This design comes from an exercise in tuning for small area, a short achievable clock period and few clock cycles per item on the open sky130 flow, not from production work.
RTL that was checked went through simulation tests only; none was proved equivalent to the original.
No functional check of the RTL was part of runs 2 to 5.
Power is estimated from default activity; no workload was simulated.

==> design/flow/design.v <==
module smpo_gap #(
  parameter logic [17:0] C = 18'd0
) (
  input  logic [47:0] now_i,
  input  logic [47:0] t_i,
  output logic        lt_o
);
  logic [18:0] u;
  logic        borrow, lt_u;
  logic [29:0] eqb, cond;
  logic        hi_zero;
  assign u      = {1'b0, t_i[17:0]} + {1'b0, C};
  smpo_lt #(.N(18)) u_borrow (.a_i(now_i[17:0]), .b_i(t_i[17:0]), .lt_o(borrow));
  smpo_lt #(.N(18)) u_lt_u (.a_i(now_i[17:0]), .b_i(u[17:0]), .lt_o(lt_u));
  always_comb begin
    eqb = ~(now_i[47:18] ^ t_i[47:18]);
    cond[0] = eqb[0] != borrow;
    for (int i = 1; i < 30; i++) begin
      cond[i] = t_i[17+i] ? (eqb[i] ~^ now_i[17+i]) : eqb[i];
    end
  end
  assign hi_zero = &cond;
  assign lt_o   = hi_zero && (borrow ? (u[18] && lt_u) : (u[18] || lt_u));
endmodule
module smpo_lt #(
  parameter int N = 8,
  parameter int K = 6
) (
  input  logic [N-1:0] a_i,
  input  logic [N-1:0] b_i,
  output logic         lt_o
);
  localparam int M = (N + K - 1) / K;
  logic [M-1:0] cl, cg;
  always_comb begin
    for (int c = 0; c < M; c++) begin
      cl[c] = 1'b0;
      cg[c] = 1'b0;
      for (int i = c * K; i < c * K + K && i < N; i++) begin
        cl[c] = (~a_i[i] & b_i[i]) | (~(a_i[i] & ~b_i[i]) & cl[c]);
        cg[c] = (a_i[i] & ~b_i[i]) | (~(~a_i[i] & b_i[i]) & cg[c]);
      end
    end
    lt_o = 1'b0;
    for (int c = 0; c < M; c++) begin
      lt_o = cl[c] | (~cg[c] & lt_o);
    end
  end
endmodule
module speech_mouth_pixel_overlay (
  input  logic        clk_i,
  input  logic        rst_ni,
  input  logic        in_valid_i,
  output logic        in_stall_o,
  input  logic [94:0] in_item_i,
  output logic        out_valid_o,
  input  logic        out_stall_i,
  output logic [19:0] out_item_o,
  input  logic        cfg_we_i,
  input  logic [2:0]  cfg_idx_i,
  input  logic [15:0] cfg_data_i
);
  localparam logic [1:0] ACT_PIXEL  = 2'd0;
  localparam logic [1:0] ACT_LEVEL  = 2'd1;
  localparam logic [1:0] ACT_ACTIVE = 2'd2;
  localparam logic [1:0] ACT_FRAME  = 2'd3;
  function automatic sum_zero5;
    input [4:0] a;
    input [4:0] b;
    reg [4:0] x;
    reg ok;
    begin
      x = a ^ b;
      ok = !x[0];
      for (int i = 1; i < 5; i++) begin
        ok = ok & (b[i-1] ? x[i] : (x[i] ~^ a[i-1]));
      end
      sum_zero5 = ok;
    end
  endfunction
  function automatic sum_zero6;
    input [5:0] a;
    input [5:0] b;
    reg [5:0] x;
    reg ok;
    begin
      x = a ^ b;
      ok = !x[0];
      for (int i = 1; i < 6; i++) begin
        ok = ok & (b[i-1] ? x[i] : (x[i] ~^ a[i-1]));
      end
      sum_zero6 = ok;
    end
  endfunction
  logic [1:0]  act;
  logic [9:0]  px, py;
  logic [15:0] pin;
  logic [7:0]  level;
  logic        flag;
  logic [47:0] now;
  assign act   = in_item_i[94:93];
  assign px    = in_item_i[92:83];
  assign py    = in_item_i[82:73];
  assign pin   = in_item_i[72:57];
  assign level = in_item_i[56:49];
  assign flag  = in_item_i[48];
  assign now   = in_item_i[47:0];
  logic [9:0]  left_q, top_q, cx_q, cy_q;
  logic [10:0] right_q, bottom_q;
  logic [15:0] black_q, white_q;
  always_ff @(posedge clk_i or negedge rst_ni) begin
    if (!rst_ni) begin
      left_q   <= 10'd0;
      top_q    <= 10'd0;
      right_q  <= 11'd0;
      bottom_q <= 11'd0;
      cx_q     <= 10'd0;
      cy_q     <= 10'd0;
      black_q  <= 16'h0000;
      white_q  <= 16'hFFFF;
    end else if (cfg_we_i) begin
      case (cfg_idx_i)
        3'd0:    left_q   <= cfg_data_i[9:0];
        3'd1:    top_q    <= cfg_data_i[9:0];
        3'd2:    right_q  <= cfg_data_i[10:0];
        3'd3:    bottom_q <= cfg_data_i[10:0];
        3'd4:    cx_q     <= cfg_data_i[9:0];
        3'd5:    cy_q     <= cfg_data_i[9:0];
        3'd6:    black_q  <= cfg_data_i;
        default: white_q  <= cfg_data_i;
      endcase
    end
  end
  logic s1_valid_q, s1_hit_q, s1_erase_q;
  logic [15:0] s1_pix_q;
  logic adv, accept;
  assign adv        = !(s1_valid_q && out_stall_i);
  assign in_stall_o = !adv;
  assign accept     = in_valid_i && adv;
  logic        active_q;
  logic [2:0]  target_q, render_q;
  logic [47:0] voice_q, step_q;
  logic        voice_recent, step_recent;
  logic        level_nz;
  logic [2:0]  req;
  smpo_gap #(.C(18'd200000)) u_voice_gap (.now_i(now), .t_i(voice_q), .lt_o(voice_recent));
  smpo_gap #(.C(18'd40000))  u_step_gap  (.now_i(now), .t_i(step_q),  .lt_o(step_recent));
  assign level_nz = (level != 8'd0);
  assign req      = (level > 8'd4) ? 3'd4 : level[2:0];
  always_ff @(posedge clk_i or negedge rst_ni) begin
    if (!rst_ni) begin
      active_q <= 1'b0;
      target_q <= 3'd0;
      render_q <= 3'd0;
    end else if (accept) begin
      case (act)
        ACT_LEVEL: begin
          if (active_q) begin
            if (level_nz) begin
              target_q <= req;
            end else if (!voice_recent) begin
              target_q <= 3'd0;
            end
          end
        end
        ACT_ACTIVE: begin
          active_q <= flag;
          target_q <= 3'd0;
          render_q <= 3'd0;
        end
        ACT_FRAME: begin
          if (active_q && !step_recent) begin
            if (render_q < target_q) begin
              render_q <= render_q + 3'd1;
            end else if (render_q > target_q) begin
              render_q <= render_q - 3'd1;
            end
          end
        end
        default: begin
        end
      endcase
    end
  end
  always_ff @(posedge clk_i) begin
    if (accept && (act == ACT_ACTIVE || (act == ACT_LEVEL && active_q && level_nz))) begin
      voice_q <= now;
    end
    if (accept && (act == ACT_ACTIVE || (act == ACT_FRAME && active_q && !step_recent))) begin
      step_q <= now;
    end
  end
  logic        compose, in_rect, bright, erase, hit;
  logic        x_lt_left, x_lt_right, y_lt_top, y_lt_bottom;
  logic [4:0]  ws, wc;
  logic        bx, x_eq, x_up, x_dn, dx_small;
  logic        by, y_eq, y_up, dy_small;
  logic [5:0]  dx;
  logic [3:0]  dy;
  logic [19:0] ga;
  logic [13:0] gy;
  logic [4:0]  on_pose;
  assign compose = active_q && (act == ACT_PIXEL);
  smpo_lt #(.N(10), .K(10)) u_x_left   (.a_i(px), .b_i(left_q), .lt_o(x_lt_left));
  smpo_lt #(.N(11), .K(11)) u_x_right  (.a_i({1'b0, px}), .b_i(right_q), .lt_o(x_lt_right));
  smpo_lt #(.N(10), .K(10)) u_y_top    (.a_i(py), .b_i(top_q), .lt_o(y_lt_top));
  smpo_lt #(.N(11), .K(11)) u_y_bottom (.a_i({1'b0, py}), .b_i(bottom_q), .lt_o(y_lt_bottom));
  assign in_rect = !x_lt_left && x_lt_right && !y_lt_top && y_lt_bottom;
  assign ws = pin[15:11] ^ pin[4:0] ^ pin[10:6];
  assign wc = (pin[15:11] & pin[4:0]) | (pin[15:11] & pin[10:6]) | (pin[4:0] & pin[10:6]);
  always_comb begin
    bright = (ws >= 5'd10) || (wc >= 5'd5);
    for (int k = 0; k <= 4; k++) begin
      bright = bright || ((wc == 5'(k)) && (ws >= 5'(10 - 2 * k)));
    end
  end
  assign erase   = compose && in_rect && bright;
  assign bx       = px[4:0] < cx_q[4:0];
  assign x_eq     = (px[9:5] == cx_q[9:5]);
  assign x_up     = sum_zero5(px[9:5], ~cx_q[9:5]) && !(&cx_q[9:5]);    
  assign x_dn     = sum_zero5(~px[9:5], cx_q[9:5]) && !(&px[9:5]);      
  assign dx_small = x_eq || (bx ? x_up : x_dn);
  assign dx       = px[5:0] - cx_q[5:0];
  assign by       = py[3:0] < cy_q[3:0];
  assign y_eq     = (py[9:4] == cy_q[9:4]);
  assign y_up     = sum_zero6(py[9:4], ~cy_q[9:4]) && !(&cy_q[9:4]);    
  assign dy_small = by ? y_up : y_eq;
  assign dy       = py[3:0] - cy_q[3:0];
  always_comb begin
    for (int m = 0; m < 20; m++) begin
      ga[m] = dx[5] ? ({1'b0, dx[4:0]} <= 6'(32 - m)) : ({1'b0, dx[4:0]} >= 6'(m));
    end
    for (int j = 0; j < 14; j++) begin
      gy[j] = ({1'b0, dy} >= 5'(j));
    end
  end
  assign on_pose[0] = (ga[0] & ~ga[8] & gy[2] & ~gy[4])
                     | (ga[8] & ~ga[10] & gy[1] & ~gy[3])
                     | (ga[10] & ~ga[11] & gy[0] & ~gy[2]);
  assign on_pose[1] = (ga[0] & ~ga[7] & gy[3] & ~gy[5])
                     | (ga[7] & ~ga[10] & gy[2] & ~gy[4])
                     | (ga[10] & ~ga[12] & gy[1] & ~gy[3])
                     | (ga[12] & ~ga[13] & gy[0] & ~gy[2]);
  assign on_pose[2] = (ga[0] & ~ga[7] & gy[5] & ~gy[8])
                     | (ga[7] & ~ga[9] & gy[4] & ~gy[7])
                     | (ga[9] & ~ga[11] & gy[3] & ~gy[6])
                     | (ga[11] & ~ga[13] & gy[2] & ~gy[5])
                     | (ga[13] & ~ga[14] & gy[1] & ~gy[4])
                     | (ga[14] & ~ga[15] & gy[0] & ~gy[3]);
  assign on_pose[3] = (ga[0] & ~ga[7] & gy[7] & ~gy[10])
                     | (ga[7] & ~ga[9] & gy[6] & ~gy[9])
                     | (ga[9] & ~ga[11] & gy[5] & ~gy[8])
                     | (ga[11] & ~ga[13] & gy[4] & ~gy[7])
                     | (ga[13] & ~ga[14] & gy[3] & ~gy[6])
                     | (ga[14] & ~ga[15] & gy[2] & ~gy[5])
                     | (ga[15] & ~ga[16] & gy[1] & ~gy[4])
                     | (ga[16] & ~ga[17] & gy[0] & ~gy[3]);
  assign on_pose[4] = (ga[0] & ~ga[6] & gy[9] & ~gy[13])
                     | (ga[6] & ~ga[9] & gy[8] & ~gy[12])
                     | (ga[9] & ~ga[11] & gy[7] & ~gy[11])
                     | (ga[11] & ~ga[12] & gy[6] & ~gy[10])
                     | (ga[12] & ~ga[14] & gy[5] & ~gy[9])
                     | (ga[14] & ~ga[15] & gy[4] & ~gy[8])
                     | (ga[15] & ~ga[16] & gy[3] & ~gy[7])
                     | (ga[16] & ~ga[17] & gy[2] & ~gy[6])
                     | (ga[17] & ~ga[18] & gy[1] & ~gy[5])
                     | (ga[18] & ~ga[19] & gy[0] & ~gy[4]);
  assign hit = compose && dx_small && dy_small && on_pose[(render_q > 3'd4) ? 3'd4 : render_q];
  always_ff @(posedge clk_i or negedge rst_ni) begin
    if (!rst_ni) begin
      s1_valid_q <= 1'b0;
    end else if (adv) begin
      s1_valid_q <= in_valid_i;
    end
  end
  always_ff @(posedge clk_i) begin
    if (adv) begin
      s1_hit_q   <= hit;
      s1_erase_q <= erase;
      s1_pix_q   <= pin;
    end
  end
  assign out_valid_o = s1_valid_q;
  assign out_item_o  = {s1_hit_q ? white_q : (s1_erase_q ? black_q : s1_pix_q), 1'b0, render_q};
endmodule
==> design/flow/flow/run.sh <==
#!/bin/bash
# Layout flow: the standard flow, with the port buffers that placement
# inserts made sky130_fd_sc_hd__buf_1 cells instead of the default choice (the
# output ones then sky130_fd_sc_hd__buf_4, by flow/out_bufs.tcl after global
# placement), and clock tree synthesis run without dummy loads, with larger
# sink clusters and sky130_fd_sc_hd__clkbuf_8 buffers.
set -euo pipefail
bash standard.sh "BUFFER_PORTS_ARGS=-buffer_cell sky130_fd_sc_hd__buf_1" \
  "POST_GLOBAL_PLACE_TCL=$PWD/flow/out_bufs.tcl" \
  "CTS_ARGS=-sink_clustering_enable -repair_clock_nets -dont_use_dummy_load -sink_clustering_size 14 -sink_clustering_max_diameter 80 -buf_list {sky130_fd_sc_hd__clkbuf_8}" \
  finish > standard.log 2>&1
==> design/flow/flow/out_bufs.tcl <==
# After global placement: the output port buffers that buffer_ports inserted
# (instances named output*) become sky130_fd_sc_hd__buf_4 cells, since they
# drive the ports' external load.
foreach inst [get_cells output*] {
  replace_cell $inst sky130_fd_sc_hd__buf_4
}
==> design/flow/standard.sh <==
#!/bin/bash
# synth_recipe.tcl (not shown) runs the flow's synth.tcl, then flattens the netlist and writes it again
# the make line also repeats each setting of config.mk as NAME=value (left out here)
make -C /OpenROAD-flow-scripts/flow DESIGN_CONFIG=/design/flow/config.mk WORK_HOME=/design/flow/orfs CLKGATE_MAP_FILE= SYNTH_SCRIPT=/design/flow/synth_recipe.tcl "${@:-finish}"
==> design/flow/config.mk <==
export PLATFORM = sky130hd
export DESIGN_NAME = speech_mouth_pixel_overlay
export DESIGN_NICKNAME = speech_mouth_pixel_overlay
export VERILOG_FILES = /design/flow/design.v
export SDC_FILE = /design/flow/constraint.sdc
export NUM_CORES = 4
export LEC_CHECK = 0
export ABC_AREA = 1
export CAP_MARGIN = 20
export CORE_MARGIN = 2
export CORE_UTILIZATION = 40
export SETUP_SLACK_MARGIN = 2.8
export SLEW_MARGIN = 20
==> design/flow/constraint.sdc <==
create_clock -name core_clock -period 6.0 [get_ports {clk_i}]
set_input_delay 1.2000 -clock core_clock [delete_from_list [all_inputs] [get_ports {clk_i}]]
set_output_delay 1.2000 -clock core_clock [all_outputs]
set_load 0.01 [all_outputs]
==> summary.txt, run 1 <==
Status
  • Status: no timing/DRC/antenna violations

Critical path
  • Critical path fanouts, max: 5
  • Setup crit start kind: input port
  • Arrival time worst endpoint: 3440 ps
  • R2R Setup Slk: 3150 ps
  • Critical setup path kind: in2reg
  • Crit end category: flip-flop
  • Worst EP required: 6290 ps

STA
  • Max Slew Vio Count: 0
  • Slew headroom: 0.309
  • Final hold vios: 0
  • Final Cycle Share: 0.525
  • Measured slew at the worst slew-check pin: 1030 ps
  • Fmax: 0.317 GHz
  • Post-route minimum period: 3150 ps
  • Clock skew: 56.9 ps
  • RSZ-0062 raised after global routing: yes
  • Setup tns final: 0 ps
  • Setup Viol. Count Final: 0
  • Worst Slack Setup Final: 2850 ps

Drt
  • WL met1: 16.9 mm
  • DRT antenna net count: 0
  • Routed met3 length: 1.85 mm
  • Drt wl/cell: 15.2 um
  • Met2 WL: 16.7 mm
  • DRT Pass-1 Iters: 7
  • Vias per Instance: 5.01
  • Highest metal used: met4
  • Final WL: 36.3 mm
  • DR DRC count: 0
  • DRT iter0 DRCs: 854
  • DR vias: 12000

Finish
  • Area growth, synth to finish: 13.8%
  • Proportion of layout cells with a drive suffix above 1: 0.0959
  • Post-Layout Cell Count: 2394
  • Final Core Density: 0.465
  • Post-route cell area: 15200 um2
  • Most common cell after layout, fill and taps aside: nand2_1
  • Nets@finish: 2093
  • Most frequent cells in the layout: nand2_1 (556), inv_1 (267), o21ai_0 (155)
  • Fill count: 3320

Yosys
  • Synthesized area per cell: 7.46 um2
  • Netlist cell types: 49
  • Sequential area share after synthesis: 0.449
  • Synthesized cell area: 13400 um2
  • Syn Inst Count: 1790
  • Ys Warns: 6
  • Seq cells post-synth: 216
  • Post-synthesis net count: 1931
  • Number of enable flip-flop cells after synthesis: 114
  • Top_reg_cell synth: edfxtp_1
  • FFs w/ async S/R, synth: 0.472

Global routing
  • First-pass GRT wire length: 57.6 mm
  • Overflow after GRT: 0
  • Tot GR Track Use: 0.202
  • Vias in the first global route: 11300
  • Largest net degree at the start of global routing: 71
  • Antenna violations before repair: 2

Die
  • Die area: 34900 um2
  • Total core area: 32700 um2
  • Die width: 187 um
  • Die height: 187 um
  • Number of placed I/O pins: 141
  • Starting density of the core: 0.408
  • Row count: 66

Pwr
  • Leakage: 0.00713 uW
  • Pwr Density: 277 nW/um2
  • Worst-case vdd ir drop: 168 uV

Clock network
  • Worst-Skew Late Latency: 550 ps
  • Total CTS buffers: 20
  • H-tree depth: 1
  • CTS tree: yes
  • Root buf cell: clkbuf_8
  • Clock Sink Count: 216
  • Clk pin slew, worst setup/hold paths: 100 ps
  • Max clock buf depth: 3
  • Cts hold-fix bufs: 0

Placement
  • Placed inst area: 14500 um2
  • # port buffers: 139
  • Hpwl dp: 26.6 mm
  • Pre-CTS WS: 2010 ps
  • # placed instances: 2347

Min path
  • Worst Hold Class: reg2reg

Run
  • Max Cap Viol: 0
path summary, 6_finish.rpt:
path / from / end / cells past startpoint
worst max-delay path: in_item_i[86] / s1_hit_q / 18
worst min-delay path: target_q[1] / target_q[1] / 2
worst max register to register: step_q[6] / step_q[34] / 16
worst min register to register: target_q[1] / target_q[1] / 2
max in group asynchronous: rst_ni / white_q[5] / 2
min in group asynchronous: rst_ni / active_q / 1
worst max-delay path: stages:
cell	delay [ps]
buf_1	230
ha_4	280
a21oi_1	260
nand2_4	100
xor2_4	180
buf_6	140
a21oi_4	190
nand3_2	120
o21ai_4	110
inv_2	60
nand3b_1	80
nand2_1	60
nor2_1	90
nand2_1	50
nand2_1	70
nor2_2	40
nor2_1	100
nor2_1	60
cell families (layout without fill, tap and decap cells):
family / Yosys count / count (layout) / share of synthesized area
AND/OR/NAND/NOR: 879 / 881 / 0.274
AO/OA/AOI/OAI: 318 / 318 / 0.133
buffers and inverters: 309 / 467 / 0.0878
flip-flops: 216 / 216 / 0.449
XOR/XNOR: 45 / 45 / 0.0309
adder cells (fa/ha/maj): 22 / 22 / 0.0251
other: 1 / 3 / 0.000281
timing repair:
action,4_1_cts,5_1_grt
gates resized for setup,7,52
buffers inserted,5,18
setup endpoints to repair,44,30
gates cloned,0,2
pin swaps,0,22
stage by stage:
stage	power, uW	hold slack (ps)
CTS	4080	482
global route	4510	492
detailed placement	3270	464
finish	4210	480
floorplan	2870	442
global placement	3230	461
cells in the mapped netlist (11+ instances only):
master | n | area [um2]
ha_1 | 14 | 175
nor3_1 | 12 | 60.1
nand4_1 | 23 | 144
nand3_1 | 103 | 515
nand2_2 | 14 | 87.6
edfxtp_1 | 114 | 3420
nand2_1 | 561 | 2110
a21oi_1 | 69 | 345
xnor2_1 | 15 | 131
inv_1 | 273 | 1020
xor2_1 | 29 | 254
o21ai_0 | 158 | 791
nor2_1 | 127 | 477
a22oi_1 | 11 | 82.6
clkbuf_1 | 26 | 97.6
o22ai_1 | 40 | 250
dfrtp_1 | 86 | 2150
or2_2 | 19 | 119
dfstp_2 | 16 | 420
sequential cells by signal, summed over array words and instances (netlist names), 3 cells and up:
signal    flops
s1_pix_q     16
left_q       10
voice_q      48
cy_q         10
top_q        10
black_q      16
target_q      3
bottom_q     11
right_q      11
cx_q         10
render_q      3
step_q       48
white_q      16
power breakdown:
group	total [uW]	switching [uW]	internal, uW	leakage [uW]
logic	1530	970	562	0.00468
clock network	788	489	299	0.000144
registers	1890	126	1760	0.00231
total	4210	1580	2630	0.00713
cell type report:
| class | instances | area, um2 | area share |
|---|---|---|---|
| Multi-Input combinational cell | 1267 | 6470 | 0.426 |
| Inverter | 280 | 1060 | 0.0697 |
| Tap cell | 442 | 553 | 0.0364 |
| Timing Repair Buffer | 167 | 838 | 0.0552 |
| Sequential cell | 216 | 6000 | 0.395 |
| Antenna cell | 2 | 5.00 | 0.000329 |
| Clock buffer | 20 | 275 | 0.0181 |
layer usage:
| metal | vias to the layer above | GRT usage |
|---|---|---|
| li1 | 6134 | - |
| met1 | 5520 | 0.280 |
| met2 | 298 | 0.335 |
| met3 | 48 | 0.0295 |
| met4 | 0 | 0.0479 |
| met5 | - | 0 |
Testbench counts, summed over its fixed seeds: cycles 26,745, items 24,000.
==> run 2, diff against run 1 <==
--- a/design/flow/design.v
+++ b/design/flow/design.v
@@ -9,15 +9,11 @@
   logic        borrow, lt_u;
-  logic [29:0] eqb, cond;
-  logic        hi_zero;
+  logic [29:0] eqb, carry;
+  logic        hi_up, hi_zero;
   assign u      = {1'b0, t_i[17:0]} + {1'b0, C};
-  smpo_lt #(.N(18)) u_borrow (.a_i(now_i[17:0]), .b_i(t_i[17:0]), .lt_o(borrow));
-  smpo_lt #(.N(18)) u_lt_u (.a_i(now_i[17:0]), .b_i(u[17:0]), .lt_o(lt_u));
-  always_comb begin
-    eqb = ~(now_i[47:18] ^ t_i[47:18]);
-    cond[0] = eqb[0] != borrow;
-    for (int i = 1; i < 30; i++) begin
-      cond[i] = t_i[17+i] ? (eqb[i] ~^ now_i[17+i]) : eqb[i];
-    end
-  end
-  assign hi_zero = &cond;
+  assign borrow = now_i[17:0] < t_i[17:0];
+  assign lt_u   = now_i[17:0] < u[17:0];
+  assign eqb    = ~(now_i[47:18] ^ t_i[47:18]);
+  assign carry  = {now_i[46:18] | ~t_i[46:18], 1'b0};
+  assign hi_up  = &(eqb[29:1] ~^ carry[29:1]);
+  assign hi_zero = hi_up && (eqb[0] != borrow);
   assign lt_o   = hi_zero && (borrow ? (u[18] && lt_u) : (u[18] || lt_u));
@@ -25,4 +21,3 @@
 module smpo_lt #(
-  parameter int N = 8,
-  parameter int K = 6
+  parameter int N = 8
 ) (
@@ -32,16 +27,6 @@
 );
-  localparam int M = (N + K - 1) / K;
-  logic [M-1:0] cl, cg;
   always_comb begin
-    for (int c = 0; c < M; c++) begin
-      cl[c] = 1'b0;
-      cg[c] = 1'b0;
-      for (int i = c * K; i < c * K + K && i < N; i++) begin
-        cl[c] = (~a_i[i] & b_i[i]) | (~(a_i[i] & ~b_i[i]) & cl[c]);
-        cg[c] = (a_i[i] & ~b_i[i]) | (~(~a_i[i] & b_i[i]) & cg[c]);
-      end
-    end
     lt_o = 1'b0;
-    for (int c = 0; c < M; c++) begin
-      lt_o = cl[c] | (~cg[c] & lt_o);
+    for (int i = 0; i < N; i++) begin
+      lt_o = (~a_i[i] & b_i[i]) | (~(a_i[i] & ~b_i[i]) & lt_o);
     end
@@ -69,12 +54,3 @@
     input [4:0] b;
-    reg [4:0] x;
-    reg ok;
-    begin
-      x = a ^ b;
-      ok = !x[0];
-      for (int i = 1; i < 5; i++) begin
-        ok = ok & (b[i-1] ? x[i] : (x[i] ~^ a[i-1]));
-      end
-      sum_zero5 = ok;
-    end
+    sum_zero5 = ((a ^ b) == {a[3:0] | b[3:0], 1'b0});
   endfunction
@@ -83,12 +59,3 @@
     input [5:0] b;
-    reg [5:0] x;
-    reg ok;
-    begin
-      x = a ^ b;
-      ok = !x[0];
-      for (int i = 1; i < 6; i++) begin
-        ok = ok & (b[i-1] ? x[i] : (x[i] ~^ a[i-1]));
-      end
-      sum_zero6 = ok;
-    end
+    sum_zero6 = ((a ^ b) == {a[4:0] | b[4:0], 1'b0});
   endfunction
@@ -194,3 +161,3 @@
   logic        x_lt_left, x_lt_right, y_lt_top, y_lt_bottom;
-  logic [4:0]  ws, wc;
+  logic [6:0]  weight;
   logic        bx, x_eq, x_up, x_dn, dx_small;
@@ -203,15 +170,9 @@
   assign compose = active_q && (act == ACT_PIXEL);
-  smpo_lt #(.N(10), .K(10)) u_x_left   (.a_i(px), .b_i(left_q), .lt_o(x_lt_left));
-  smpo_lt #(.N(11), .K(11)) u_x_right  (.a_i({1'b0, px}), .b_i(right_q), .lt_o(x_lt_right));
-  smpo_lt #(.N(10), .K(10)) u_y_top    (.a_i(py), .b_i(top_q), .lt_o(y_lt_top));
-  smpo_lt #(.N(11), .K(11)) u_y_bottom (.a_i({1'b0, py}), .b_i(bottom_q), .lt_o(y_lt_bottom));
+  smpo_lt #(.N(10)) u_x_left   (.a_i(px), .b_i(left_q), .lt_o(x_lt_left));
+  smpo_lt #(.N(11)) u_x_right  (.a_i({1'b0, px}), .b_i(right_q), .lt_o(x_lt_right));
+  smpo_lt #(.N(10)) u_y_top    (.a_i(py), .b_i(top_q), .lt_o(y_lt_top));
+  smpo_lt #(.N(11)) u_y_bottom (.a_i({1'b0, py}), .b_i(bottom_q), .lt_o(y_lt_bottom));
   assign in_rect = !x_lt_left && x_lt_right && !y_lt_top && y_lt_bottom;
-  assign ws = pin[15:11] ^ pin[4:0] ^ pin[10:6];
-  assign wc = (pin[15:11] & pin[4:0]) | (pin[15:11] & pin[10:6]) | (pin[4:0] & pin[10:6]);
-  always_comb begin
-    bright = (ws >= 5'd10) || (wc >= 5'd5);
-    for (int k = 0; k <= 4; k++) begin
-      bright = bright || ((wc == 5'(k)) && (ws >= 5'(10 - 2 * k)));
-    end
-  end
+  assign weight  = {2'b0, pin[15:11]} + {2'b0, pin[4:0]} + {2'b0, pin[10:6]};
+  assign bright  = (weight >= 7'd10);
   assign erase   = compose && in_rect && bright;
==> design/flow/flow/run.sh (replaced) <==
#!/bin/bash
# Layout flow: the standard flow, with the port buffers that placement
# inserts made sky130_fd_sc_hd__buf_1 cells instead of the default choice.
set -euo pipefail
bash standard.sh "BUFFER_PORTS_ARGS=-buffer_cell sky130_fd_sc_hd__buf_1" finish > standard.log 2>&1
removed: design/flow/flow/out_bufs.tcl
==> run 2 against run 1 <==
Still clean. Cell area is 6.8% higher. Critical path depth is 2 lower. Utilization is 0.85 points higher. Clock skew is 31 ps lower. Worst hold slack better by 1.5 ps. Global-route usage is 0.82 points lower. Non-clock buffer count is 3 higher. Synthesized cell count is 11% lower. Via count is 6.8% lower. Sequential cell count stayed put. Critical path type unchanged. Critical endpoint unchanged. Largest power group unchanged.
==> summary.txt, run 2 <==
STA
  • Final Cycle Share: 0.517 (-0.00791)
  • Measured slew at the worst slew-check pin: 992 ps (-42.9 ps)
  • Final hold vios: 0 (unchanged)
  • Setup Viol. Count Final: 0 (unchanged)
  • Slew headroom: 0.337 (+0.0286)
  • Setup tns final: 0 ps (unchanged)
  • Fmax: 0.322 GHz (+1.5%)
  • Final hold slack: 482 ps (+1.53 ps)
  • Clock skew: 26.2 ps (-30.7 ps)
  • Post-route minimum period: 3100 ps (-47.5 ps)
  • Worst Slack Setup Final: 2900 ps (+47.5 ps)
  • RSZ-0062 raised after global routing: yes
  • Max Slew Vio Count: 0 (unchanged)

Yosys
  • FFs w/ async S/R, synth: 0.472 (unchanged)
  • Number of enable flip-flop cells after synthesis: 114 (unchanged)
  • Largest cells by area after synthesis: edfxtp_1 (25%), dfrtp_1 (16%), ha_1 (14%), nand2_1 (9.9%), inv_1 (6.3%)
  • Yosys top cell area share: 0.248 (-0.00872)
  • Netlist cell types: 47 (-4.1%)
  • Sequential area share after synthesis: 0.434 (-0.0153)
  • Syn Inst Count: 1589 (-11%)
  • Top_reg_cell synth: edfxtp_1
  • Seq cells post-synth: 216 (unchanged)
  • Synthesized area per cell: 8.70 um2 (+17%)
  • Most frequent cell after synthesis: nand2_1
  • Post-synthesis net count: 1868 (-3.3%)
  • Synthesized cell area: 13800 um2 (+3.5%)
  • Synth top cells by count: nand2_1 (364), inv_1 (232), ha_1 (151)
  • Ys Warns: 3 (-3)
  • Post-synth top area cell: edfxtp_1

Critical path
  • Worst EP required: 6380 ps (+90 ps)
  • Reg-to-Reg Start: step_q[6]
  • Crit path from: in_item_i[73]
  • Setup crit start kind: input port
  • Critical setup path kind: in2reg
  • Arrival time worst endpoint: 3480 ps (+40 ps)
  • Max incr delay on CP: 490 ps (+210 ps)
  • Crit path top cell by count: inv_1
  • Crit end category: flip-flop
  • Worst path bufs/invs: 4 (+1)
  • Critical path's top delay family: simple AND/OR/NAND/NOR gates
  • Critical path fanouts, max: 5 (unchanged)
  • CP max stage cell: fa_1
  • Crit path cell chain: buf_1 -> inv_1 -> ha_1 -> inv_1 -> fa_1 -> nor2_4 -> inv_1 -> nand2_1 -> nand2_1 -> a21oi_1 -> nand3_1 -> o21ai_1 -> nor2_1 -> nand3b_1 -> nand2_2 -> a21oi_4

Die
  • Number of placed I/O pins: 141 (unchanged)
  • Total core area: 34300 um2 (+4.9%)
  • Die width: 190 um (+1.7%)
  • Row count: 68 (+3.0%)
  • Die height: 190 um (+1.7%)
  • Starting density of the core: 0.403 (-0.00517)
  • Die area: 36100 um2 (+3.4%)

Finish
  • Largest regs: step_q x48, voice_q x48
  • Most common cell after layout, fill and taps aside: nand2_1
  • Most frequent cells in the layout: nand2_1 (352), inv_1 (224), ha_1 (146)
  • Area growth, synth to finish: 17.4%
  • Fill count: 3370 (+1.5%)
  • Post-Layout Cell Count: 2231 (-6.8%)
  • Nets@finish: 2038 (-2.6%)
  • Proportion of layout cells with a drive suffix above 1: 0.100 (+0.00433)
  • Antenna Cells: 0 (-2)

Pwr
  • Psw: 1630 uW (+2.9%)
  • Pwr Density: 294 nW/um2 (+6.1%)
  • Logic pwr share: 0.295 (-0.069)
  • Pint: 3140 uW (+19%)
  • Clock network power share: 0.313 (+0.126)
  • Switching share of power: 0.342 (-0.0343)
  • Leakage: 0.00741 uW (+3.9%)
  • Worst-case vdd ir drop: 237 uV (+41%)
  • Sequential power share: 0.392 (-0.057)

Clock network
  • Total CTS buffers: 25 (+25%)
  • CTS tree: yes
  • Root buf cell: clkbuf_16
  • Max clock buf depth: 3 (unchanged)
  • Worst-Skew Late Latency: 550 ps (about the same)
  • H-tree depth: 1 (unchanged)
  • Clk pin slew, worst setup/hold paths: 60 ps (-40 ps)
  • Clock Sink Count: 216 (unchanged)

Global routing
  • Antenna violations before repair: 1 (-1)
  • Tot GR Track Use: 0.194 (-0.00822)
  • First-pass GRT wire length: 56.3 mm (-2.4%)
  • Overflow after GRT: 0 (unchanged)
  • Largest net degree at the start of global routing: 67 (-5.6%)
  • Vias in the first global route: 10900 (-3.2%)

Placement
  • RePlAce Congestion: 0.893
  • # port buffers: 139 (unchanged)
  • Hpwl dp: 26.1 mm (-1.9%)
  • Pre-CTS WS: 1710 ps (-303 ps)
  • # placed instances: 2160 (-8.0%)

Min path
  • Worst Hold Class: reg2reg
  • Startpoint of the worst hold path: cy_q[2]

Status
  • Status: no timing/DRC/antenna violations

Drt
  • Drt wl/cell: 15.6 um (+2.7%)
  • DR vias: 11200 (-6.8%)
  • Vias per Instance: 5.01 (about the same)
  • DRT Pass-1 Iters: 5 (-2)
  • DRT antenna net count: 0 (unchanged)
  • DR DRC count: 0 (unchanged)
  • Final WL: 34.7 mm (-4.3%)
  • DRT iter0 DRCs: 760 (-11%)

Run
  • Max Cap Viol: 0 (unchanged)
-- run 2: cell count changes after synthesis, sizes merged, moves of 13 or more --
cell and change:
nand3 -25, nor2 -54, xor2 +13, nand2 -201, inv -48, or2 -14
ha +137, o22ai -25, o21ai -13
-- run 2: repair_timing --
| item | in CTS | in global routing |
|---|---|---|
| setup buffers | 12 | 12 |
| setup endpoints to repair | 72 | 57 |
| pin swaps | 7 | 18 |
| gates resized for setup | 30 | 34 |
| cloned | 1 | 2 |
| hold buffers | 0 | 0 |
-- run 2: layout make-up --
| type | instances | area, um2 | area share |
|---|---|---|---|
| Tap cell | 455 | 569 | 0.0351 |
| Clock inverter | 10 | 71.3 | 0.00440 |
| Timing Repair Buffer | 170 | 846 | 0.0521 |
| Multi-Input combinational cell | 1114 | 7120 | 0.439 |
| Clock buffer | 34 | 732 | 0.0451 |
| Sequential cell | 216 | 6000 | 0.370 |
| Inverter | 232 | 890 | 0.0548 |
-- run 2: path summary, 6_finish.rpt --
| kind | slack (ps) | endpoint | cells past startpoint |
|---|---|---|---|
| max reg2reg | 2900 | step_q[40] | 20 |
| min | 480 | cy_q[2] | 2 |
| max | 2900 | s1_hit_q | 16 |
| min in group asynchronous | 830 | bottom_q[7] | 1 |
| max in group asynchronous | 4130 | white_q[12] | 2 |
| min reg2reg | 480 | cy_q[2] | 2 |
-- run 2: tightest hold or removal path: cells and delay by family, from the launching register on --
family	cells	cell delay, ps
AO/OA/AOI/OAI	1	60
flip-flops	1	340
AND/OR/NAND/NOR	1	50
-- run 2: power groups by stage --
stage	sequential [uW]	clock [uW]	combinational (uW)
floorplan	1870	0	997
global placement	1890	0	1290
detailed placement	1900	0	1320
CTS	1870	1530	1350
global route	1890	1590	1610
finish	1870	1490	1410
-- run 2: routing by layer --
metal	vias up	GRT usage	wire (um)
met5	-	0	13
met4	2	0.0492	811
met3	45	0.0220	1400
met2	199	0.330	16700
met1	5251	0.264	15800
li1	5682	-	-
-- run 2: logic make-up (layout without fill, tap and decap cells) --
| logic type | after synthesis | count (layout) | synth area share |
|---|---|---|---|
| AOI/OAI and AO/OA | 291 | 292 | 0.118 |
| xor gates and xnor gates | 66 | 66 | 0.0418 |
| adders and majority gates | 160 | 160 | 0.150 |
| buffers and inverters | 260 | 446 | 0.0725 |
| DFF | 216 | 216 | 0.434 |
| muxes | 1 | 1 | 0.000814 |
| other | 1 | 1 | 0.000271 |
| and+or+nand+nor | 594 | 594 | 0.183 |
-- run 2: through the flow --
step | power, uW | utilization | cell area, um2
after global placement | 3190 | 0.436 | 15000
after CTS | 4750 | 0.466 | 16000
after global routing | 5090 | 0.473 | 16200
after detailed placement | 3210 | 0.436 | 15000
after floorplan | 2860 | - | 13900
final | 4770 | 0.473 | 16200
==> run 3, diff against run 2 <==
--- a/design/flow/config.mk
+++ b/design/flow/config.mk
@@ -11,3 +11,3 @@
 export CORE_UTILIZATION = 40
-export SETUP_SLACK_MARGIN = 2.8
+export SETUP_SLACK_MARGIN = 3.0
 export SLEW_MARGIN = 20
==> run 3 against run 2 <==
Clock skew fell by 9.9 ps. Worst setup slack got worse by 120 ps. Sequential share of layout area fell by 1.8 points. Global-route usage rose by 0.22 points. Critical path depth rose by 3. Non-clock buffer count rose by 41. Critical endpoint is now step_q[28]. Largest cell class unchanged.
==> summary.txt, run 3 <==
Yosys
  • Seq cells post-synth: 216 (unchanged)
  • Most frequent cell after synthesis: nand2_1
  • Sequential area share after synthesis: 0.434 (unchanged)
  • Synth top cells by count: nand2_1 (364), inv_1 (232), ha_1 (151)
  • FFs w/ async S/R, synth: 0.472 (unchanged)
  • Top_reg_cell synth: edfxtp_1
  • Largest cells by area after synthesis: edfxtp_1 (25%), dfrtp_1 (16%), ha_1 (14%), nand2_1 (9.9%), inv_1 (6.3%)
  • Number of enable flip-flop cells after synthesis: 114 (unchanged)
  • Syn Inst Count: 1589 (unchanged)
  • Yosys top cell area share: 0.248 (unchanged)
  • Synthesized area per cell: 8.70 um2 (unchanged)
  • Synthesized cell area: 13800 um2 (unchanged)
  • Post-synthesis net count: 1868 (unchanged)
  • Netlist cell types: 47 (unchanged)
  • Ys Warns: 3 (unchanged)
  • Post-synth top area cell: edfxtp_1

Pwr
  • Worst-case vdd ir drop: 256 uV (+8.0%)
  • Switching share of power: 0.342 (-0.000501)
  • Leakage: 0.00775 uW (+4.5%)
  • Design Power: 5070 uW (+6.3%)
  • Psw: 1730 uW (+6.2%)
  • Logic pwr share: 0.329 (+0.034)
  • Pwr Density: 297 nW/um2 (+1.1%)
  • Clock network power share: 0.302 (-0.011)
  • Sequential power share: 0.369 (-0.023)
  • Pint: 3340 uW (+6.4%)

STA
  • Final hold vios: 0 (unchanged)
  • Final Cycle Share: 0.537 (+0.0201)
  • Setup tns final: 0 ps (unchanged)
  • Measured slew at the worst slew-check pin: 990 ps (-1.46 ps)
  • Clock skew: 16.4 ps (-9.88 ps)
  • Post-route minimum period: 3220 ps (+120 ps)
  • Setup Viol. Count Final: 0 (unchanged)
  • Slew headroom: 0.338 (+0.000974)
  • Max Slew Vio Count: 0 (unchanged)
  • Fmax: 0.310 GHz (-3.7%)
  • RSZ-0062 raised after global routing: yes

Critical path
  • Critical setup path kind: reg2reg
  • Arrival time worst endpoint: 3470 ps (about the same)
  • Crit end category: flip-flop
  • R2R Setup Slk: 2780 ps (-120 ps)
  • Critical path fanouts, max: 5 (unchanged)
  • Setup crit start kind: flip-flop
  • Worst EP required: 6250 ps (-130 ps)

Min path
  • Worst Hold Class: reg2reg

Drt
  • DRT iter0 DRCs: 726 (-4.5%)
  • Drt wl/cell: 15.8 um (+1.7%)
  • Final WL: 36.0 mm (+3.7%)
  • DRT antenna net count: 0 (unchanged)
  • DR vias: 11400 (+1.7%)
  • DR DRC count: 0 (unchanged)
  • Vias per Instance: 5.00 (-0.19%)
  • DRT Pass-1 Iters: 5 (unchanged)

Clock network
  • Clock Sink Count: 216 (unchanged)
  • Clk pin slew, worst setup/hold paths: 60 ps (about the same)
  • Root buf cell: clkbuf_16
  • Max clock buf depth: 3 (unchanged)
  • Total CTS buffers: 26 (+4.0%)
  • H-tree depth: 1 (unchanged)
  • Worst-Skew Late Latency: 530 ps (-20 ps)
  • CTS tree: yes

Die
  • Die height: 190 um (unchanged)
  • Row count: 68 (unchanged)
  • Die width: 190 um (unchanged)
  • Total core area: 34300 um2 (unchanged)
  • Number of placed I/O pins: 141 (unchanged)
  • Die area: 36100 um2 (unchanged)
  • Starting density of the core: 0.403 (unchanged)

Run
  • Max Cap Viol: 0 (unchanged)

Finish
  • Area growth, synth to finish: 23.4%
  • Fill count: 3214 (-4.6%)
  • Largest regs: step_q x48, voice_q x48
  • Nets@finish: 2080 (+2.1%)
  • Proportion of layout cells with a drive suffix above 1: 0.166 (+0.0658)
  • Most frequent cells in the layout: nand2_1 (335), inv_1 (212), ha_1 (142)
  • Antenna Cells: 0 (unchanged)
  • Most common cell after layout, fill and taps aside: nand2_1

Global routing
  • Vias in the first global route: 11400 (+3.8%)
  • Largest net degree at the start of global routing: 64 (-4.5%)
  • Antenna violations before repair: 1 (unchanged)
  • Overflow after GRT: 0 (unchanged)
  • Tot GR Track Use: 0.196 (+0.00221)
  • First-pass GRT wire length: 57.0 mm (+1.3%)

Placement
  • RePlAce Congestion: 0.892 (about the same)
  • # port buffers: 139 (unchanged)
  • Hpwl dp: 26.2 mm (+0.52%)

Status
  • Status: no timing/DRC/antenna violations
run 3: cell types whose count changed in the layout (fill, tap and decap cells not counted), moves of 6 or more:
cell     previous run  this run
buf_1             136       125
buf_6               0        12
nand3_1            72        54
inv_2               5        13
buf_4              25        51
nand3_2             8        22
o21ai_0           134       128
nand2_1           352       335
nand2_2            15        25
buf_2               0         6
inv_1             224       212
run 3: final timing paths:
check / start / endpoint / cells past startpoint
setup / recovery: step_q[6] / step_q[28] / 19
hold / removal: right_q[0] / right_q[0] / 2
setup reg to reg: step_q[6] / step_q[28] / 19
hold reg to reg: right_q[0] / right_q[0] / 2
max in group asynchronous: rst_ni / cy_q[0] / 2
min in group asynchronous: rst_ni / black_q[2] / 1
run 3: cells by family (layout without fill, tap and decap cells):
kind of cell / Yosys count / after routing / synth area share
flops: 216 / 216 / 0.434
buf+inv: 260 / 490 / 0.0725
compound gates: 291 / 291 / 0.118
mux: 1 / 1 / 0.000814
other cells: 1 / 1 / 0.000271
xor+xnor: 66 / 66 / 0.0418
fa+ha+maj: 160 / 160 / 0.150
simple gates: 594 / 594 / 0.183
run 3: critical path, cell delays in order, from the launching register on:
cell and delay [ps]:
edfxtp_1 430, inv_2 110, nor3_4 50, buf_4 130
buf_4 120, buf_4 130, xor2_1 160, ha_4 280
nand2_2 50, or3b_4 400, nor3_2 160, nand3_1 90
nand3_1 80, nand2_1 70, nand3_2 80, nand2_2 70
o21ai_4 150, buf_6 140, buf_6 120, clkbuf_16 140
run 3: layer usage:
layer,GRT usage,wire [um]
met3,0.0255,1460
met5,0,13
met2,0.342,17800
met4,0.0641,890
met1,0.252,15900
run 3: power by group through the flow:
stage	Sequential (uW)	Combinational [uW]	Clock, uW
finish	1870	1670	1530
global route	1890	1870	1630
CTS	1870	1400	1580
detailed placement	1900	1320	0
global placement	1900	1300	0
floorplan	1870	997	0
run 3: through the flow:
stage	utilization	std cells	hold WS, ps	setup WS, ps	instance area [um2]
finish	0.497	2274	487	2780	17100
global route	0.497	2274	515	2620	17100
detailed placement	0.436	2159	474	2030	15000
CTS	0.474	2238	488	2850	16300
floorplan	-	1589	453	2390	14000
global placement	0.436	2159	467	2090	15000
run 3: layout make-up:
type	instances	area, um2	share of cell area
Clock buffer	36	759	0.0445
Timing Repair Buffer	211	1290	0.0758
Clock inverter	10	80.1	0.00470
Sequential cell	216	6000	0.352
Multi-Input combinational cell	1113	7450	0.437
Timing Repair inverter	1	7.51	0.000440
Tap cell	455	569	0.0334
Inverter	232	901	0.0528
run 3: repair_timing:
| action | CTS | global route |
|---|---|---|
| hold buffers | 0 | 0 |
| setup endpoints to repair | 73 | 69 |
| gates cloned | 4 | 2 |
| pin swaps | 18 | 65 |
| buffers inserted | 29 | 34 |
| resized for setup | 52 | 141 |
==> run 4, diff against run 3 <==
==> design/flow/flow/run.sh (replaced) <==
#!/bin/bash
# Layout flow: the standard flow, with the port buffers that placement
# inserts made sky130_fd_sc_hd__buf_1 cells instead of the default choice, and
# clock tree synthesis run without dummy loads and with larger sink clusters.
set -euo pipefail
bash standard.sh "BUFFER_PORTS_ARGS=-buffer_cell sky130_fd_sc_hd__buf_1" \
  "CTS_ARGS=-sink_clustering_enable -repair_clock_nets -dont_use_dummy_load -sink_clustering_size 20 -sink_clustering_max_diameter 100" \
  finish > standard.log 2>&1
--- a/design/flow/config.mk
+++ b/design/flow/config.mk
@@ -11,3 +11,3 @@
 export CORE_UTILIZATION = 40
-export SETUP_SLACK_MARGIN = 3.0
+export SETUP_SLACK_MARGIN = 2.8
 export SLEW_MARGIN = 20
==> run 4 against run 3 <==
Still clean on timing, DRC and antenna. Via count fell by 2.7%. Utilization shrank 3.6 points. Die area stayed put. Register-to-register slack improved by 120 ps. Synthesized cell count did not move. Global-route usage is 0.43 points lower. Final cell count shrank 3.2%. Critical endpoint is now s1_hit_q. Highest routed layer unchanged.
==> summary.txt, run 4 <==
Yosys
  • Number of enable flip-flop cells after synthesis: 114 (unchanged)
  • Ys Warns: 3 (unchanged)
  • Top_reg_cell synth: edfxtp_1
  • Most frequent cell after synthesis: nand2_1
  • Synthesized area per cell: 8.70 um2 (unchanged)
  • FFs w/ async S/R, synth: 0.472 (unchanged)
  • Yosys top cell area share: 0.248 (unchanged)
  • Synthesized cell area: 13800 um2 (unchanged)
  • Largest cells by area after synthesis: edfxtp_1 (25%), dfrtp_1 (16%), ha_1 (14%), nand2_1 (9.9%), inv_1 (6.3%)
  • Seq cells post-synth: 216 (unchanged)
  • Synth top cells by count: nand2_1 (364), inv_1 (232), ha_1 (151)
  • Netlist cell types: 47 (unchanged)
  • Sequential area share after synthesis: 0.434 (unchanged)
  • Syn Inst Count: 1589 (unchanged)
  • Post-synth top area cell: edfxtp_1
  • Post-synthesis net count: 1868 (unchanged)

Die
  • Die area: 36100 um2 (unchanged)
  • Total core area: 34300 um2 (unchanged)
  • Die width: 190 um (unchanged)
  • Starting density of the core: 0.403 (unchanged)
  • Die height: 190 um (unchanged)
  • Number of placed I/O pins: 141 (unchanged)
  • Row count: 68 (unchanged)

Clock network
  • Max clock buf depth: 3 (unchanged)
  • Root buf cell: clkbuf_16
  • Cts hold-fix bufs: 0 (unchanged)
  • Total CTS buffers: 14 (-46%)
  • Clk pin slew, worst setup/hold paths: 80 ps (+20 ps)
  • CTS tree: yes
  • Clock Sink Count: 216 (unchanged)
  • H-tree depth: 1 (unchanged)
  • Worst-Skew Late Latency: 490 ps (-40 ps)

STA
  • Final Cycle Share: 0.525 (-0.0119)
  • RSZ-0062 raised after global routing: yes
  • Setup Viol. Count Final: 0 (unchanged)
  • Max Slew Vio Count: 0 (unchanged)
  • Post-route minimum period: 3150 ps (-71.6 ps)
  • Fmax: 0.317 GHz (+2.3%)
  • Clock skew: 19.9 ps (+3.59 ps)
  • Setup tns final: 0 ps (unchanged)
  • Final hold vios: 0 (unchanged)
  • Slew headroom: 0.325 (-0.0129)
  • Measured slew at the worst slew-check pin: 1010 ps (+19.3 ps)

Finish
  • Post-Layout Cell Count: 2202 (-3.2%)
  • Most common cell after layout, fill and taps aside: nand2_1
  • Nets@finish: 2028 (-2.5%)
  • Proportion of layout cells with a drive suffix above 1: 0.0927 (-0.0733)
  • Most frequent cells in the layout: nand2_1 (350), inv_1 (224), ha_1 (146)
  • Antenna Cells: 0 (unchanged)
  • Area growth, synth to finish: 14.6%
  • Largest regs: step_q x48, voice_q x48

Pwr
  • Sequential power share: 0.443 (+0.074)
  • Pint: 2700 uW (-19%)
  • Logic pwr share: 0.339 (+0.010)
  • Pwr Density: 266 nW/um2 (-11%)
  • Clock network power share: 0.218 (-0.084)
  • Worst-case vdd ir drop: 203 uV (-21%)
  • Leakage: 0.00721 uW (-7.0%)
  • Psw: 1500 uW (-13%)
  • Switching share of power: 0.358 (+0.0163)

Drt
  • DRT iter0 DRCs: 745 (+2.6%)
  • Final WL: 34.4 mm (-4.4%)
  • DR DRC count: 0 (unchanged)
  • DR vias: 11100 (-2.7%)
  • Drt wl/cell: 15.6 um (-1.3%)
  • DRT Pass-1 Iters: 5 (unchanged)
  • Vias per Instance: 5.03 (+0.48%)
  • DRT antenna net count: 0 (unchanged)

Global routing
  • Largest net degree at the start of global routing: 67 (+4.7%)
  • First-pass GRT wire length: 55.5 mm (-2.6%)
  • Tot GR Track Use: 0.192 (-0.00427)
  • Antenna violations before repair: 1 (unchanged)
  • Overflow after GRT: 0 (unchanged)
  • Vias in the first global route: 10800 (-4.7%)

Placement
  • # placed instances: 2160 (+0.046%)
  • # port buffers: 139 (unchanged)
  • RePlAce Congestion: 0.893 (about the same)
  • Hpwl dp: 26.1 mm (-0.51%)

Status
  • Status: no timing/DRC/antenna violations

Min path
  • Worst Hold Class: reg2reg

Run
  • Max Cap Viol: 0 (unchanged)

Critical path
  • Critical setup path kind: in2reg
  • Setup crit start kind: input port
  • Worst EP required: 6240 ps (about the same)
  • Crit end category: flip-flop
  • Critical path fanouts, max: 11 (+6)
  • Arrival time worst endpoint: 3390 ps (-80 ps)
-- run 4: cell counts after synthesis --
No cell type changed its count.
-- run 4: layer usage --
metal  wire (um)  global-route usage  vias to the layer above
met3        1420              0.0218                       39
met5          11                   0                        -
met1       15600               0.261                     5186
met2       16600               0.327                      208
met4         762              0.0465                        2
li1            -                   -                     5631
-- run 4: path summary, 6_finish.rpt --
kind	to	from	cells past startpoint	slack, ps
worst min register to register	cy_q[2]	cy_q[2]	2	490
max in group asynchronous	white_q[11]	rst_ni	2	4080
worst max register to register	step_q[42]	step_q[6]	20	2900
worst max-delay path	s1_hit_q	in_item_i[83]	19	2850
worst min-delay path	cy_q[2]	cy_q[2]	2	490
min in group asynchronous	bottom_q[8]	rst_ni	1	890
-- run 4: logic make-up (layout without fill, tap and decap cells) --
logic type / count (synthesis) / after routing / share of synthesized area
and+or+nand+nor: 594 / 594 / 0.183
AOI/OAI and AO/OA: 291 / 292 / 0.118
buffers and inverters: 260 / 417 / 0.0725
other: 1 / 1 / 0.000271
xor gates and xnor gates: 66 / 66 / 0.0418
muxes: 1 / 1 / 0.000814
DFF: 216 / 216 / 0.434
adders and majority gates: 160 / 160 / 0.150
-- run 4: through the flow --
step            util  total power [uW]  hold slack [ps]  setup slack, ps  instance area (um2)
6_report       0.462              4210              490             2850                15800
5_1_grt        0.462              4520              510             2680                15800
4_1_cts        0.454              4180              495             2800                15600
3_5_place_dp   0.436              3210              475             1710                15000
3_3_place_gp   0.436              3190              467             1760                15000
2_1_floorplan      -              2860              453             2390                13900
-- run 4: critical path: stages --
cell and delay, ps:
clkbuf_2 140, inv_12 80, ha_4 120, inv_4 40, fa_2 400, nand2_2 120, nand3_1 100, nand3_1 130
nand2_4 120, o211ai_1 140, nand2_2 130, nand3b_1 110, nand2_1 60, inv_1 70, nand2_1 50, nor2_1 90
nor2_1 60, nor2_2 120, a21oi_4 90
-- run 4: power groups by stage --
stage | clock network, uW | logic, uW | registers, uW
5_1_grt | 992 | 1640 | 1890
3_3_place_gp | 0 | 1290 | 1890
4_1_cts | 954 | 1360 | 1860
2_1_floorplan | 0 | 997 | 1870
6_report | 916 | 1430 | 1860
3_5_place_dp | 0 | 1320 | 1900
-- run 4: final cells by class --
type | instances | area (um2)
clock buffer | 14 | 350
fill | 3394 | 18500
inverter | 232 | 886
multi-input combinational | 1114 | 7160
sequential | 216 | 6000
tap | 455 | 569
timing repair buffer | 171 | 878
-- run 4: repair_timing --
action | 4_1_cts | 5_1_grt
hold endpoints to repair | 0 | 0
setup endpoints to repair | 72 | 59
cloned | 1 | 2
buffers inserted | 11 | 14
gates resized for setup | 36 | 37
pin swaps | 9 | 18
==> run 5, diff against run 4 <==
--- a/design/flow/design.v
+++ b/design/flow/design.v
@@ -5,2 +5,3 @@
   input  logic [47:0] t_i,
+  input  logic [12:0] u_hi_i,
   output logic        lt_o
@@ -11,3 +12,3 @@
   logic        hi_up, hi_zero;
-  assign u      = {1'b0, t_i[17:0]} + {1'b0, C};
+  assign u      = {u_hi_i, t_i[5:0]};
   assign borrow = now_i[17:0] < t_i[17:0];
@@ -112,4 +113,5 @@
   logic [2:0]  req;
-  smpo_gap #(.C(18'd200000)) u_voice_gap (.now_i(now), .t_i(voice_q), .lt_o(voice_recent));
-  smpo_gap #(.C(18'd40000))  u_step_gap  (.now_i(now), .t_i(step_q),  .lt_o(step_recent));
+  logic [12:0] voice_u_q, step_u_q;
+  smpo_gap #(.C(18'd200000)) u_voice_gap (.now_i(now), .t_i(voice_q), .u_hi_i(voice_u_q), .lt_o(voice_recent));
+  smpo_gap #(.C(18'd40000))  u_step_gap  (.now_i(now), .t_i(step_q), .u_hi_i(step_u_q), .lt_o(step_recent));
   assign level_nz = (level != 8'd0);
@@ -153,6 +155,8 @@
     if (accept && (act == ACT_ACTIVE || (act == ACT_LEVEL && active_q && level_nz))) begin
-      voice_q <= now;
+      voice_q   <= now;
+      voice_u_q <= {1'b0, now[17:6]} + 13'(200000 / 64);
     end
     if (accept && (act == ACT_ACTIVE || (act == ACT_FRAME && active_q && !step_recent))) begin
-      step_q <= now;
+      step_q   <= now;
+      step_u_q <= {1'b0, now[17:6]} + 13'(40000 / 64);
     end
==> design/flow/flow/run.sh (replaced) <==
#!/bin/bash
# Layout flow: the standard flow, with the port buffers that placement
# inserts made sky130_fd_sc_hd__buf_1 cells instead of the default choice.
set -euo pipefail
bash standard.sh "BUFFER_PORTS_ARGS=-buffer_cell sky130_fd_sc_hd__buf_1" finish > standard.log 2>&1
==> run 5 against run 4 <==
Largest cell class unchanged. Critical endpoint unchanged. First-iteration DRC count is 0.13% higher. Still clean. Clock power is 89% higher. Synthesized cell count is 4.8% higher. Sequential cell count is 26 higher. Cell area is 8.7% higher. Worst hold slack worse by 3.8 ps. Die area is 6.7% higher.
==> summary.txt, run 5 <==
Yosys
  • Synth top cells by count: nand2_1 (364), inv_1 (272), ha_1 (150)
  • Post-synthesis net count: 1944 (+4.1%)
  • Sequential area share after synthesis: 0.459 (+0.0253)
  • Synthesized area per cell: 8.86 um2 (+1.9%)
  • Top_reg_cell synth: edfxtp_1
  • Synthesized cell area: 14800 um2 (+6.8%)
  • Seq cells post-synth: 242 (+12%)
  • FFs w/ async S/R, synth: 0.421 (-0.0507)
  • Syn Inst Count: 1666 (+4.8%)
  • Most frequent cell after synthesis: nand2_1
  • Yosys top cell area share: 0.285 (+0.0371)
  • Post-synth top area cell: edfxtp_1
  • Netlist cell types: 46 (-2.1%)
  • Number of enable flip-flop cells after synthesis: 140 (+23%)
  • Ys Warns: 3 (unchanged)
  • Largest cells by area after synthesis: edfxtp_1 (28%), dfrtp_1 (15%), ha_1 (13%), nand2_1 (9.3%), inv_1 (6.9%)

Die
  • Number of placed I/O pins: 141 (unchanged)
  • Die area: 38500 um2 (+6.7%)
  • Starting density of the core: 0.404 (+0.00106)
  • Row count: 70 (+2.9%)
  • Die width: 196 um (+3.3%)
  • Die height: 196 um (+3.3%)
  • Total core area: 36500 um2 (+6.5%)

Critical path
  • Crit end category: flip-flop
  • FF-to-FF End: s1_hit_q
  • Arrival time worst endpoint: 3440 ps (+50 ps)
  • R2R Setup Slk: 3320 ps (+420 ps)
  • Critical path fanouts, max: 5 (-6)
  • Reg-to-Reg Start: cx_q[0]
  • Crit path from: in_item_i[83]
  • R2R cell count: 16 (-20%)
  • Crit path capture: s1_hit_q
  • Worst EP required: 6300 ps (+60 ps)
  • Setup crit start kind: input port
  • Critical setup path kind: in2reg

STA
  • Post-route minimum period: 3140 ps (-15.7 ps)
  • Fmax: 0.319 GHz (+0.50%)
  • Max Slew Vio Count: 0 (unchanged)
  • Setup Viol. Count Final: 0 (unchanged)
  • Measured slew at the worst slew-check pin: 728 ps (-281 ps)
  • Slew headroom: 0.514 (+0.189)
  • Clock skew: 12.4 ps (-7.55 ps)
  • Final hold vios: 0 (unchanged)
  • RSZ-0062 raised after global routing: yes
  • Final Cycle Share: 0.523 (-0.00261)
  • Setup tns final: 0 ps (unchanged)

Min path
  • Hold path depth: 2 (unchanged)
  • Worst Hold Class: reg2reg

Drt
  • DRT antenna net count: 0 (unchanged)
  • DRT iter0 DRCs: 746 (+0.13%)
  • Vias per Instance: 5.01 (-0.30%)
  • Drt wl/cell: 16.0 um (+2.2%)
  • DRT Pass-1 Iters: 6 (+1)
  • Final WL: 37.1 mm (+7.8%)
  • DR DRC count: 0 (unchanged)
  • DR vias: 11600 (+5.1%)

Finish
  • Nets@finish: 2109 (+4.0%)
  • Most frequent cells in the layout: nand2_1 (355), inv_1 (268), ha_1 (143)
  • Most common cell after layout, fill and taps aside: nand2_1
  • Area growth, synth to finish: 16.6%
  • Proportion of layout cells with a drive suffix above 1: 0.0885 (-0.00423)
  • Final Core Density: 0.471 (+0.00935)
  • Largest regs: step_q x48, voice_q x48

Clock network
  • Root buf cell: clkbuf_16
  • Clock Sink Count: 242 (+12%)
  • CTS tree: yes
  • Cts hold-fix bufs: 0 (unchanged)
  • Worst-Skew Late Latency: 550 ps (+60 ps)
  • H-tree depth: 1 (unchanged)
  • Total CTS buffers: 28 (+14)
  • Clk pin slew, worst setup/hold paths: 60 ps (-20 ps)
  • Max clock buf depth: 3 (unchanged)

Global routing
  • Tot GR Track Use: 0.196 (+0.00408)
  • First-pass GRT wire length: 60.0 mm (+8.1%)
  • Antenna violations before repair: 4 (+3)
  • Vias in the first global route: 11400 (+5.5%)
  • Largest net degree at the start of global routing: 62 (-7.5%)
  • Overflow after GRT: 0 (unchanged)

Pwr
  • Worst-case vdd ir drop: 223 uV (+9.8%)
  • Pwr Density: 309 nW/um2 (+16%)
  • Leakage: 0.00793 uW (+10%)

Placement
  • Hpwl dp: 28.2 mm (+8.0%)
  • RePlAce Congestion: 0.861 (-3.5%)
  • # port buffers: 139 (unchanged)

Status
  • Status: no timing/DRC/antenna violations

Run
  • Max Cap Viol: 0 (unchanged)
run 5: metal layers:
metal  routed length, um  share of wire  GRT usage
met4                 743          0.020     0.0491
met3                1880          0.051     0.0289
met5                  32        0.00086          0
met2               17900           0.48      0.330
met1               16600           0.45      0.266
run 5: cells by family after synthesis:
group | count (synthesis) | synth area share
AOI/OAI and AO/OA | 276 | 0.104
xor gates and xnor gates | 68 | 0.0403
adders and majority gates | 159 | 0.139
buffers and inverters | 298 | 0.0770
DFF | 242 | 0.459
muxes | 1 | 0.000763
other | 1 | 0.000254
and+or+nand+nor | 621 | 0.180
run 5: worst min path at each step:
stage	slack (ps)	to	start
3_3_place_gp	470	bottom_q[6]	bottom_q[6]
5_1_grt	510	cx_q[4]	cx_q[4]
3_5_place_dp	470	top_q[6]	top_q[6]
6_report	490	black_q[5]	black_q[5]
4_1_cts	490	top_q[6]	top_q[6]
2_1_floorplan	450	bottom_q[6]	bottom_q[6]
run 5: timing repair:
item                                    in CTS  in global routing
cloned                                       0                  0
buffers inserted                             4                 10
endpoints found under the setup margin      78                 63
gates resized for setup                      6                 38
pin swaps                                    1                  9
run 5: final cells by class:
| type | instances | area [um2] |
|---|---|---|
| flip-flops and latches | 242 | 6780 |
| multi-input cells | 1126 | 7090 |
| well taps | 468 | 586 |
| clock inverters | 18 | 144 |
| fillers | 3524 | 19300 |
| repair buffers | 161 | 781 |
| diodes | 1 | 2.50 |
| inverters | 272 | 1040 |
| clock buffers | 34 | 797 |
run 5: where the power goes:
part / leakage, uW / internal [uW] / switching [uW]
Sequential: 0.00254 / 1970 / 106
Clock: 0.000467 / 1030 / 702
Combinational: 0.00492 / 550 / 962
Total: 0.00793 / 3550 / 1770
run 5: per-stage QoR:
stage | setup slack (ps) | cells | instance area (um2) | total power [uW] | hold slack [ps]
after CTS | 2810 | 2310 | 17000 | 5250 | 490
final | 2860 | 2322 | 17200 | 5310 | 486
after global placement | 1950 | 2252 | 16000 | 3470 | 468
after floorplan | 2350 | 1666 | 14900 | 3090 | 453
after global routing | 2740 | 2322 | 17200 | 5650 | 511
after detailed placement | 1900 | 2254 | 16000 | 3500 | 474
run 5: critical path, stage by stage:
cell      delay [ps]
clkbuf_2         140
inv_12            70
ha_4             130
inv_4             40
fa_2             640
inv_2             60
nor2_4           100
inv_1             60
nand2_1           90
nand2_1          100
nor2_4           130
nand2_1          110
nand2_2          110
nor2_1            50
nor2_1           100
nor2_1            60
a21oi_2          150
a21oi_2           70

[re-timing with driven ports]
In the flow no input, the clock included, has a driving cell. The finished layouts below were timed again as built, in two steps.
Step 1 (the two cells are an assumption about what drives the block):
set clk [get_ports {clk_i}]
set_driving_cell -lib_cell sky130_fd_sc_hd__clkbuf_16 $clk
set_driving_cell -lib_cell sky130_fd_sc_hd__buf_2 [delete_from_list [all_inputs] $clk]
Step 2 adds t to the input delays and takes it off the output delays; t is the mean of the earliest and latest rising clock arrival at the registers after step 1. Input paths then give back, and output paths get back, about the clock's delay inside the block.
Three values: ideal ports, drivers, drivers and shift; two values: the first two.
| run | t, ns | setup WS [ns] | worst setup path at the end | latest minus earliest clock arrival (ns) |
|---|---|---|---|---|
| run 1 | 0.566 | 2.850 / 2.864 / 2.298 | input to register | 0.057 / 0.057 |
| run 2 | 0.580 | 2.898 / 2.880 / 2.334 | input to register | 0.028 / 0.028 |
| run 3 | 0.573 | 2.777 / 2.777 / 2.351 | input to register | 0.020 / 0.021 |
| run 4 | 0.525 | 2.849 / 2.874 / 2.349 | input to register | 0.024 / 0.024 |
| run 5 | 0.595 | 2.864 / 2.895 / 2.299 | input to register | 0.013 / 0.013 |
After both steps setup and hold are still met in every run listed. The setup slack of run 5, which loses most, moves by +0.031 ns with the drivers and by -0.565 ns with both steps.
